What follows belongs to an exercise in optimizing a design on an open flow for small area, a short achievable clock period and few clock cycles; a production flow would make more cautious choices.
In this exercise RTL edits were held to simulation tests only and were not proved equivalent to the original.
No activity file was given, so power comes from the tool's default toggle rates.

<file path="flow/config.mk">
export PLATFORM = sky130hd
export DESIGN_NAME = beep_and_melody_sequencer
export DESIGN_NICKNAME = beep_and_melody_sequencer
export VERILOG_FILES = /design/flow/design.v
export SDC_FILE = /design/flow/constraint.sdc
export NUM_CORES = 4
export LEC_CHECK = 0
export CAP_MARGIN = 20
export CORE_MARGIN = 2
export CORE_UTILIZATION = 35
export PLACE_DENSITY = 0.5
export SLEW_MARGIN = 20
export SYNTH_MEMORY_MAX_BITS = 8192
</file>
<file path="flow/constraint.sdc">
create_clock -name core_clock -period 8.0 [get_ports {clk}]
set_input_delay 1.6000 -clock core_clock [delete_from_list [all_inputs] [get_ports {clk}]]
set_output_delay 1.6000 -clock core_clock [all_outputs]
set_load 0.01 [all_outputs]
</file>
<file path="flow/run.sh">
#!/bin/bash
# synth_recipe.tcl (not shown) runs the flow's synth.tcl, then flattens the netlist and writes it again
# the make line also repeats each setting of config.mk as NAME=value (left out here)
make -C /OpenROAD-flow-scripts/flow DESIGN_CONFIG=/design/flow/config.mk WORK_HOME=/design/flow/orfs CLKGATE_MAP_FILE= SYNTH_SCRIPT=/design/flow/synth_recipe.tcl finish
</file>
<file path="flow/design.v">
package bms_pkg;
  localparam int NOTE_DEPTH = 256;
  localparam int NOTE_AW    = $clog2(NOTE_DEPTH);
  localparam int POS_W      = $clog2(NOTE_DEPTH + 1);
  localparam int FREQ_W     = 16;
  localparam int NDIV_W     = 7;
  localparam int ENTRY_W    = FREQ_W + NDIV_W;
  localparam int ELAPSED_W  = 24;
  localparam int REP_W      = 16;
  localparam int TEMPO_W    = 10;
  localparam int MLEN_W     = 9;
  localparam int CFG_W      = 24;
  localparam int WHOLE_W    = 18;
  localparam int LEN_W      = WHOLE_W + 1;
  localparam int SCALE_W    = 16;
  localparam int DIV_CNT_W  = $clog2(WHOLE_W);
  localparam int MUL_CNT_W  = $clog2(SCALE_W);
  localparam logic [WHOLE_W-1:0] WHOLE_NUM   = WHOLE_W'(240000);
  localparam logic [SCALE_W-1:0] TONE_SCALE  = SCALE_W'(58982);
  localparam logic [NDIV_W-1:0]  QUARTER_DIV = NDIV_W'(4);
  typedef enum logic [2:0] {
    OP_TICK   = 3'd0,
    OP_BEEP   = 3'd1,
    OP_MELODY = 3'd2,
    OP_STOP   = 3'd3,
    OP_WRITE  = 3'd4
  } op_t;
  typedef enum logic [1:0] {
    MODE_IDLE   = 2'd0,
    MODE_GAP    = 2'd1,
    MODE_BEEP   = 2'd2,
    MODE_MELODY = 2'd3
  } mode_t;
  typedef enum logic [2:0] {
    CFG_BEEP_FREQ = 3'd0,
    CFG_BEEP_ON   = 3'd1,
    CFG_BEEP_GAP  = 3'd2,
    CFG_REPEATS   = 3'd3,
    CFG_INIT_GAP  = 3'd4,
    CFG_TEMPO     = 3'd5,
    CFG_MEL_LEN   = 3'd6
  } cfg_idx_t;
  typedef enum logic [2:0] {
    ST_IDLE,
    ST_DIV_WHOLE,
    ST_NOTE_CHECK,
    ST_NOTE_READ,
    ST_DIV_NOTE,
    ST_MUL,
    ST_DONE
  } state_t;
  typedef struct packed {
    logic ready;
    logic div_start;
    logic mul_start;
    logic mem_re;
    logic out_load;
  } seq_ctl_t;
endpackage
import bms_pkg::*;
module bms_notes (
  input  logic               clk,
  input  logic               we,
  input  logic [NOTE_AW-1:0] waddr,
  input  logic [ENTRY_W-1:0] wdata,
  input  logic               re,
  input  logic [NOTE_AW-1:0] raddr,
  output logic [ENTRY_W-1:0] rdata
);
  logic [ENTRY_W-1:0] mem [NOTE_DEPTH];
  always_ff @(posedge clk) begin
    if (we) begin
      mem[waddr] <= wdata;
    end
    if (re) begin
      rdata <= mem[raddr];
    end
  end
endmodule
import bms_pkg::*;
module bms_div (
  input  logic               clk,
  input  logic               rst,
  input  logic               start,
  input  logic [WHOLE_W-1:0] dividend,
  input  logic [TEMPO_W-1:0] divisor,
  output logic               done,
  output logic [WHOLE_W-1:0] quotient
);
  logic                 busy;
  logic [DIV_CNT_W-1:0] cnt;
  logic [WHOLE_W-1:0]   q;
  logic [TEMPO_W-1:0]   r;
  logic [TEMPO_W-1:0]   d;
  logic [TEMPO_W:0]     trial;
  logic [TEMPO_W:0]     diff;
  logic                 ge;
  assign trial    = {r, q[WHOLE_W-1]};
  assign diff     = trial - {1'b0, d};
  assign ge       = trial >= {1'b0, d};
  assign quotient = q;
  always_ff @(posedge clk) begin
    if (rst) begin
      busy <= 1'b0;
      done <= 1'b0;
      cnt  <= '0;
    end else begin
      done <= 1'b0;
      if (start) begin
        busy <= 1'b1;
        cnt  <= '0;
      end else if (busy) begin
        cnt <= cnt + DIV_CNT_W'(1);
        if (cnt == DIV_CNT_W'(WHOLE_W - 1)) begin
          busy <= 1'b0;
          done <= 1'b1;
        end
      end
    end
  end
  always_ff @(posedge clk) begin
    if (start) begin
      q <= dividend;
      r <= '0;
      d <= divisor;
    end else if (busy) begin
      r <= ge ? diff[TEMPO_W-1:0] : trial[TEMPO_W-1:0];
      q <= {q[WHOLE_W-2:0], ge};
    end
  end
endmodule
import bms_pkg::*;
module bms_mul (
  input  logic             clk,
  input  logic             rst,
  input  logic             start,
  input  logic [LEN_W-1:0] len,
  output logic             done,
  output logic [LEN_W-1:0] product
);
  logic                 busy;
  logic [MUL_CNT_W-1:0] cnt;
  logic [LEN_W-1:0]     m;
  logic [LEN_W:0]       hi;
  logic [SCALE_W-1:0]   lo;
  logic [LEN_W+1:0]     sum;
  assign sum     = {1'b0, hi} + (lo[0] ? (LEN_W+2)'(m) : '0);
  assign product = hi[LEN_W-1:0];
  always_ff @(posedge clk) begin
    if (rst) begin
      busy <= 1'b0;
      done <= 1'b0;
      cnt  <= '0;
    end else begin
      done <= 1'b0;
      if (start) begin
        busy <= 1'b1;
        cnt  <= '0;
      end else if (busy) begin
        cnt <= cnt + MUL_CNT_W'(1);
        if (cnt == MUL_CNT_W'(SCALE_W - 1)) begin
          busy <= 1'b0;
          done <= 1'b1;
        end
      end
    end
  end
  always_ff @(posedge clk) begin
    if (start) begin
      m  <= len;
      hi <= '0;
      lo <= TONE_SCALE;
    end else if (busy) begin
      hi <= sum[LEN_W+1:1];
      lo <= {sum[0], lo[SCALE_W-1:1]};
    end
  end
endmodule
import bms_pkg::*;
module beep_and_melody_sequencer (
  input  logic             clk,
  input  logic             rst,
  input  logic             s_tvalid,
  output logic             s_tready,
  input  logic [31:0]      s_tdata,    
  input  logic [2:0]       s_tuser,    
  output logic             m_tvalid,
  input  logic             m_tready,
  output logic [47:0]      m_tdata,    
  input  logic             cfg_we,
  input  logic [2:0]       cfg_index,
  input  logic [CFG_W-1:0] cfg_data
);
  bms_pkg::state_t   state, state_next;
  bms_pkg::seq_ctl_t ctl;
  logic [FREQ_W-1:0]    beep_frequency;
  logic [ELAPSED_W-1:0] beep_on_ms;
  logic [ELAPSED_W-1:0] beep_gap_ms;
  logic [REP_W-1:0]     beep_repeats;
  logic                 beep_initial_gap;
  logic [TEMPO_W-1:0]   tempo_bpm;
  logic [MLEN_W-1:0]    melody_length;
  bms_pkg::mode_t                mode_reg;
  logic [ELAPSED_W-1:0] elapsed_ms;
  logic [REP_W-1:0]     repeats_left;
  logic [WHOLE_W-1:0]   whole_note_ms;
  logic [POS_W-1:0]     note_pos;
  logic [LEN_W-1:0]     note_wait_ms;
  logic                 tone_active;
  logic [FREQ_W-1:0]    tone_freq_reg;
  logic [LEN_W-1:0]     tone_limit_reg;
  logic [FREQ_W-1:0]    note_freq;
  logic                 note_dotted;
  logic [2:0]           op;
  logic                 s_accept;
  logic [ELAPSED_W-1:0] elapsed_inc;
  logic                 gap_hit, on_hit, note_hit;
  logic [REP_W-1:0]     rep_dec;
  logic [POS_W-1:0]     eff_len;
  logic                 melody_end;
  logic [TEMPO_W-1:0]   tempo_eff;
  logic [ENTRY_W-1:0]   rd_entry;
  logic [NDIV_W-1:0]    ndiv, ndiv_mag, ndiv_eff;
  logic [WHOLE_W-1:0]   div_dividend;
  logic [TEMPO_W-1:0]   div_divisor;
  logic                 div_done;
  logic [WHOLE_W-1:0]   div_q;
  logic [LEN_W-1:0]     note_len;
  logic                 mul_done;
  logic [LEN_W-1:0]     mul_p;
  assign op          = s_tuser;
  assign s_tready    = ctl.ready;
  assign s_accept    = s_tvalid && ctl.ready;
  assign elapsed_inc = (elapsed_ms == '1) ? elapsed_ms : elapsed_ms + ELAPSED_W'(1);
  assign gap_hit     = elapsed_inc >= beep_gap_ms;
  assign on_hit      = elapsed_inc >= beep_on_ms;
  assign note_hit    = elapsed_inc >= ELAPSED_W'(note_wait_ms);
  assign rep_dec     = repeats_left - REP_W'(1);
  assign eff_len     = (32'(melody_length) > NOTE_DEPTH) ? POS_W'(NOTE_DEPTH)
                                                         : POS_W'(melody_length);
  assign melody_end  = note_pos >= eff_len;
  assign tempo_eff   = (tempo_bpm == '0) ? TEMPO_W'(1) : tempo_bpm;
  assign ndiv     = rd_entry[ENTRY_W-1:FREQ_W];
  assign ndiv_mag = ndiv[NDIV_W-1] ? NDIV_W'(-ndiv) : ndiv;
  assign ndiv_eff = (ndiv == '0) ? QUARTER_DIV : ndiv_mag;
  assign div_dividend = (state == ST_IDLE) ? WHOLE_NUM : whole_note_ms;
  assign div_divisor  = (state == ST_IDLE) ? tempo_eff : TEMPO_W'(ndiv_eff);
  assign note_len     = LEN_W'(div_q) + (note_dotted ? LEN_W'(div_q[WHOLE_W-1:1]) : '0);
  bms_notes u_notes (
    .clk   (clk),
    .we    (s_accept && op == OP_WRITE),
    .waddr (NOTE_AW'(s_tdata[7:0])),
    .wdata ({s_tdata[30:24], s_tdata[23:8]}),
    .re    (ctl.mem_re),
    .raddr (note_pos[NOTE_AW-1:0]),
    .rdata (rd_entry)
  );
  bms_div u_div (
    .clk      (clk),
    .rst      (rst),
    .start    (ctl.div_start),
    .dividend (div_dividend),
    .divisor  (div_divisor),
    .done     (div_done),
    .quotient (div_q)
  );
  bms_mul u_mul (
    .clk     (clk),
    .rst     (rst),
    .start   (ctl.mul_start),
    .len     (note_len),
    .done    (mul_done),
    .product (mul_p)
  );
  always_comb begin
    state_next = state;
    unique case (state)
      ST_IDLE: begin
        if (s_tvalid) begin
          if (op == OP_MELODY) begin
            state_next = ST_DIV_WHOLE;
          end else if (op == OP_TICK && mode_reg == MODE_MELODY && note_hit) begin
            state_next = ST_NOTE_CHECK;
          end else begin
            state_next = ST_DONE;
          end
        end
      end
      ST_DIV_WHOLE:  if (div_done) state_next = ST_NOTE_CHECK;
      ST_NOTE_CHECK: state_next = melody_end ? ST_DONE : ST_NOTE_READ;
      ST_NOTE_READ:  state_next = ST_DIV_NOTE;
      ST_DIV_NOTE:   if (div_done) state_next = ST_MUL;
      ST_MUL:        if (mul_done) state_next = ST_DONE;
      ST_DONE:       if (!m_tvalid || m_tready) state_next = ST_IDLE;
      default:       state_next = ST_IDLE;
    endcase
  end
  always_comb begin
    ctl = '0;
    unique case (state)
      ST_IDLE: begin
        ctl.ready     = 1'b1;
        ctl.div_start = s_tvalid && op == OP_MELODY;
      end
      ST_NOTE_CHECK: ctl.mem_re    = !melody_end;
      ST_NOTE_READ:  ctl.div_start = 1'b1;
      ST_DIV_NOTE:   ctl.mul_start = div_done;
      ST_DONE:       ctl.out_load  = !m_tvalid || m_tready;
      default:       ctl = '0;
    endcase
  end
  always_ff @(posedge clk) begin
    if (rst) begin
      state            <= ST_IDLE;
      beep_frequency   <= '0;
      beep_on_ms       <= '0;
      beep_gap_ms      <= '0;
      beep_repeats     <= REP_W'(1);
      beep_initial_gap <= 1'b0;
      tempo_bpm        <= TEMPO_W'(120);
      melody_length    <= '0;
      mode_reg         <= MODE_IDLE;
      elapsed_ms       <= '0;
      repeats_left     <= '0;
      whole_note_ms    <= '0;
      note_pos         <= '0;
      note_wait_ms     <= '0;
      tone_active      <= 1'b0;
      tone_freq_reg    <= '0;
      tone_limit_reg   <= '0;
      m_tvalid         <= 1'b0;
    end else begin
      state <= state_next;
      if (cfg_we) begin
        unique case (cfg_index)
          CFG_BEEP_FREQ: beep_frequency   <= cfg_data[FREQ_W-1:0];
          CFG_BEEP_ON:   beep_on_ms       <= cfg_data[ELAPSED_W-1:0];
          CFG_BEEP_GAP:  beep_gap_ms      <= cfg_data[ELAPSED_W-1:0];
          CFG_REPEATS:   beep_repeats     <= cfg_data[REP_W-1:0];
          CFG_INIT_GAP:  beep_initial_gap <= cfg_data[0];
          CFG_TEMPO:     tempo_bpm        <= cfg_data[TEMPO_W-1:0];
          CFG_MEL_LEN:   melody_length    <= cfg_data[MLEN_W-1:0];
          default: ;
        endcase
      end
      if (s_accept) begin
        unique case (op)
          OP_TICK: begin
            unique case (mode_reg)
              MODE_IDLE: ;
              MODE_GAP: begin
                if (gap_hit) begin
                  mode_reg       <= MODE_BEEP;
                  elapsed_ms     <= '0;
                  tone_active    <= 1'b1;
                  tone_freq_reg  <= beep_frequency;
                  tone_limit_reg <= '0;
                end else begin
                  elapsed_ms <= elapsed_inc;
                end
              end
              MODE_BEEP: begin
                if (on_hit) begin
                  tone_active    <= 1'b0;
                  tone_freq_reg  <= '0;
                  tone_limit_reg <= '0;
                  repeats_left   <= rep_dec;
                  if (rep_dec != '0) begin
                    mode_reg   <= MODE_GAP;
                    elapsed_ms <= '0;
                  end else begin
                    mode_reg   <= MODE_IDLE;
                    elapsed_ms <= elapsed_inc;
                  end
                end else begin
                  elapsed_ms <= elapsed_inc;
                end
              end
              MODE_MELODY: begin
                elapsed_ms <= elapsed_inc;
                if (note_hit) begin
                  tone_active    <= 1'b0;
                  tone_freq_reg  <= '0;
                  tone_limit_reg <= '0;
                  note_pos       <= note_pos + POS_W'(1);
                end
              end
              default: ;
            endcase
          end
          OP_BEEP: begin
            repeats_left   <= (beep_repeats == '0) ? REP_W'(1) : beep_repeats;
            elapsed_ms     <= '0;
            tone_limit_reg <= '0;
            if (beep_initial_gap) begin
              mode_reg      <= MODE_GAP;
              tone_active   <= 1'b0;
              tone_freq_reg <= '0;
            end else begin
              mode_reg      <= MODE_BEEP;
              tone_active   <= 1'b1;
              tone_freq_reg <= beep_frequency;
            end
          end
          OP_MELODY: begin
            tone_active    <= 1'b0;
            tone_freq_reg  <= '0;
            tone_limit_reg <= '0;
            note_pos       <= '0;
            note_wait_ms   <= '0;
            elapsed_ms     <= '0;
            mode_reg       <= MODE_MELODY;
          end
          OP_STOP: begin
            tone_active    <= 1'b0;
            tone_freq_reg  <= '0;
            tone_limit_reg <= '0;
            mode_reg       <= MODE_IDLE;
          end
          default: ;
        endcase
      end
      if (state == ST_DIV_WHOLE && div_done) begin
        whole_note_ms <= div_q;
      end
      if (state == ST_NOTE_CHECK && melody_end) begin
        tone_active    <= 1'b0;
        tone_freq_reg  <= '0;
        tone_limit_reg <= '0;
        mode_reg       <= MODE_IDLE;
      end
      if (state == ST_DIV_NOTE && div_done) begin
        note_wait_ms <= note_len;
      end
      if (state == ST_MUL && mul_done) begin
        tone_active    <= 1'b1;
        tone_freq_reg  <= note_freq;
        tone_limit_reg <= mul_p;
        elapsed_ms     <= '0;
      end
      if (ctl.out_load) begin
        m_tvalid <= 1'b1;
      end else if (m_tready) begin
        m_tvalid <= 1'b0;
      end
    end
  end
  always_ff @(posedge clk) begin
    if (state == ST_NOTE_READ) begin
      note_freq   <= rd_entry[FREQ_W-1:0];
      note_dotted <= ndiv[NDIV_W-1];
    end
    if (ctl.out_load) begin
      m_tdata <= {1'b0,
                  (mode_reg == MODE_MELODY) ? 9'(note_pos) : 9'd0,
                  mode_reg,
                  tone_limit_reg,
                  tone_freq_reg,
                  tone_active};
    end
  end
endmodule
</file>
==> run summary <==
-- worst register-to-register path, cell delays in order (launching register included) --
cell	delay [ns]
dfxtp_1	0.41
inv_1	0.21
nand2_1	0.44
inv_1	0.51
buf_4	0.31
nand4_1	0.81
nor3_1	1.07
nand2_1	0.86
nor2_4	1.16
-- synth_stat cells (28+ instances only) --
cell type and n:
nor2_1 409, nor3_1 35, nor2b_1 31, inv_1 126, o21ai_0 106, edfxtp_1 6022
mux2i_1 44, clkbuf_1 388, nand3_1 71, mux4_2 1953, xor2_1 28, nand2_1 408
dfxtp_1 287, a21oi_1 201, a22oi_1 49, buf_1 83, and2_1 49, ha_1 133
xnor2_1 34, buf_2 97
-- area by class of cell --
class,count,area share
flip-flops and latches,6309,0.663
multi-input cells,3866,0.202
clock buffers,837,0.0625
well taps,9240,0.0411
repair buffers,410,0.0157
clock inverters,383,0.0133
inverters,129,0.00173
diodes,48,0.000427
-- power groups by stage --
stage               logic, mW  registers, mW  clock network, mW
floorplan                1.65           37.1                  0
global placement         2.96           37.1                  0
detailed placement       3.07           37.1                  0
CTS                      3.08           36.4               30.9
global route             3.28           36.4               32.1
finish                   3.05           36.4               30.3
-- routing by layer --
metal	GRT usage	routed length [um]
met5	0	45
met4	0.0442	17100
met3	0.0282	41100
met2	0.317	335000
met1	0.260	285000
-- worst paths after layout --
check	start	endpoint	cells past startpoint
setup / recovery	state[2]	u_notes.mem[20][4]	8
hold / removal	u_notes.rdata[7]	note_freq[7]	0
setup reg to reg	state[2]	u_notes.mem[20][4]	8
hold reg to reg	u_notes.rdata[7]	note_freq[7]	0
-- placed cells by master, fill, tap and decap left out, drive strengths merged, types with 18 or more instances in the layout --
cell type and n:
a211oi 22, a21o 26, a21oi 203, a22o 20, a22oi 49, and2 49
buf 320, bufinv 49, clkbuf 837, clkdlybuf4s50 90, clkinv 301, dfxtp 287
diode 48, edfxtp 6022, ha 133, inv 154, mux2i 44, mux4 1953
nand2 408, nand3 71, nand4 23, nor2 409, nor2b 31, nor3 36
o21ai 107, o2bb2ai 18, xnor2 34, xor2 28
-- kinds of logic after synthesis --
family,Yosys count,share of synthesized area
simple gates,1119,0.0200
mux,2003,0.182
buf+inv,700,0.0113
xor+xnor,62,0.00222
flops,6309,0.763
compound gates,545,0.0141
other cells,1,0.0000153
fa+ha+maj,136,0.00705
-- per-stage QoR --
stage	power [mW]	util
after floorplan	38.7	-
after global placement	40.1	0.373
after detailed placement	40.2	0.373
after CTS	70.4	0.404
after global routing	71.8	0.404
final	69.8	0.405
==> reports/metrics.yaml <==
whs_ns: 0.420
worstSkewPairLatency_ns: 1.14
via_count: 116000
synthToLayoutAreaGrowth_pct: 15.1
avgSynthCellArea_um2: 22.5
multi_input_area_um2: 56800
async_flop_share: 0
ir_worst_vdd_mv: 0.193
hold_violations: 0
power.leakage_nw: 83.4
p_sw_mw: 15.1
placed_cell_area_um2: 259000
num_rows: 306
largest_reg_flops: 5888
grt_pass1_wl_um: 939000
clkPwrFrac: 0.434
crit_fanout: 23
syn_area_um2: 244000
cts_setup_buffers: 0
wl_um: 679000
finalSetupTns_ns: 0
end_kind: "flip-flop"
cts_buffers: 668
top_register: "u_notes.mem"
drt_iter0_drc: 13600
cts_resized: 0
firstDrtPassIters: 7
min_period_ns: 6.25
cp.required_ns: 8.69
p_per_area_nw_per_um2: 248
reg_top3: "u_notes.mem (5888), m_tdata (47)"
clockBufferDepth: 4
netlist.area_leader.share: 0.740
internal_power_mw: 54.7
grt_max_degree: 177
path_buf_inv: 3
drive_gt1_frac: 0.294
place.gp.congestion: 0.808
core_um2: 695000
place_ws_ns: 1.18
setup_violations: 0
min_path_type: "reg2reg"
critPathMaxStageDelay_ns: 1.15
synth-seq-cells: 6309
crit_slowest_cell: "nor2_4"
switching_share: 0.217
grt_pass1_vias: 119000
cts.sinks: 6309
arrival_ns: 6.94
finClkSkew_ns: 0.0730
synth_edf_count: 6022
viasPerCell: 5.45
cpLargestDelayFamily: "simple AND/OR/NAND/NOR gates"
tightest_slew_ns: 1.27
synth_top_flop_cell: "edfxtp_1"
regArea_um2: 187000
stdcell_area_um2: 281000
finalNetCount: 11600
combPwrFrac: 0.044
fin_cells: 21200
slew_violations: 0
cts_root_buf: "clkbuf_16"
numPortBuffers: 114
drc_errors: 0
reg2reg_slack_ns: 1.75
dp_cells: 19900
pwr-share-seq: 0.522
dpl.hpwl_um: 392000
max_cap_viol_count: 0
yosys.area.top_type: "edfxtp_1"
synth_area_leaders: "edfxtp_1 74%, mux4_2 18%, dfxtp_1 2.4%"
cts_hold_repair.buffers: 0
ios: 117
die-area_um2: 705000
synth_nets: 11100
h-tree-depth: 6
ant_nets: 0
cts.clk_slew.worst_paths_ns: 0.07
postSynthCellCount: 10900
start_util: 0.352
antenna_found_initial: 63
crit_chain: "inv_1 -> nand2_1 -> inv_1 -> buf_4 -> nand4_1 -> nor3_1 -> nand2_1 -> nor2_4"
die_w_um: 840
num-fill-cells: 60500
ys_seq_area_frac: 0.763
relSlewSlack: 0.153
path_class: "reg2reg"
start_kind: "flip-flop"
max_freq_mhz: 160
setup_ws_ns: 1.75
die_h_um: 840
outcome: "finished clean"
routedWlPerCell_um: 32.0
cts_tree: "built"
synthDistinctLibCells: 79
grt-ovfl-total: 0
period_share: 0.781
rsz0062_at_grt: "false"
synth-warning-count: 4
track_usage: 0.188
Testbench counts, summed over its fixed seeds: cycles 39,434.

## port drivers added, routing unchanged
In the flow no input, the clock included, has a driving cell. The finished layout below was timed again as built, in two steps.
Step 1 (the two cells are an assumption about what drives the block):
set clk [get_ports {clk}]
set_driving_cell -lib_cell sky130_fd_sc_hd__clkbuf_16 $clk
set_driving_cell -lib_cell sky130_fd_sc_hd__buf_2 [delete_from_list [all_inputs] $clk]
Step 2 adds t to the input delays and takes it off the output delays; t is the mean of the earliest and latest rising clock arrival at the registers after step 1. Input paths then give back, and output paths get back, about the clock's delay inside the block.
a / b / c = ideal ports / drivers / drivers and shift; a / b = the first two.
shift t [ns]: 1.236
slack for setup (ns): 1.751 / 1.751 / 1.179
worst setup path at the end: input to register
pins driven straight from the clock port: 1
After both steps this run still meets setup and hold. For this run, drivers alone change the setup slack by 0.000 ns; drivers and shift together by -0.572 ns.
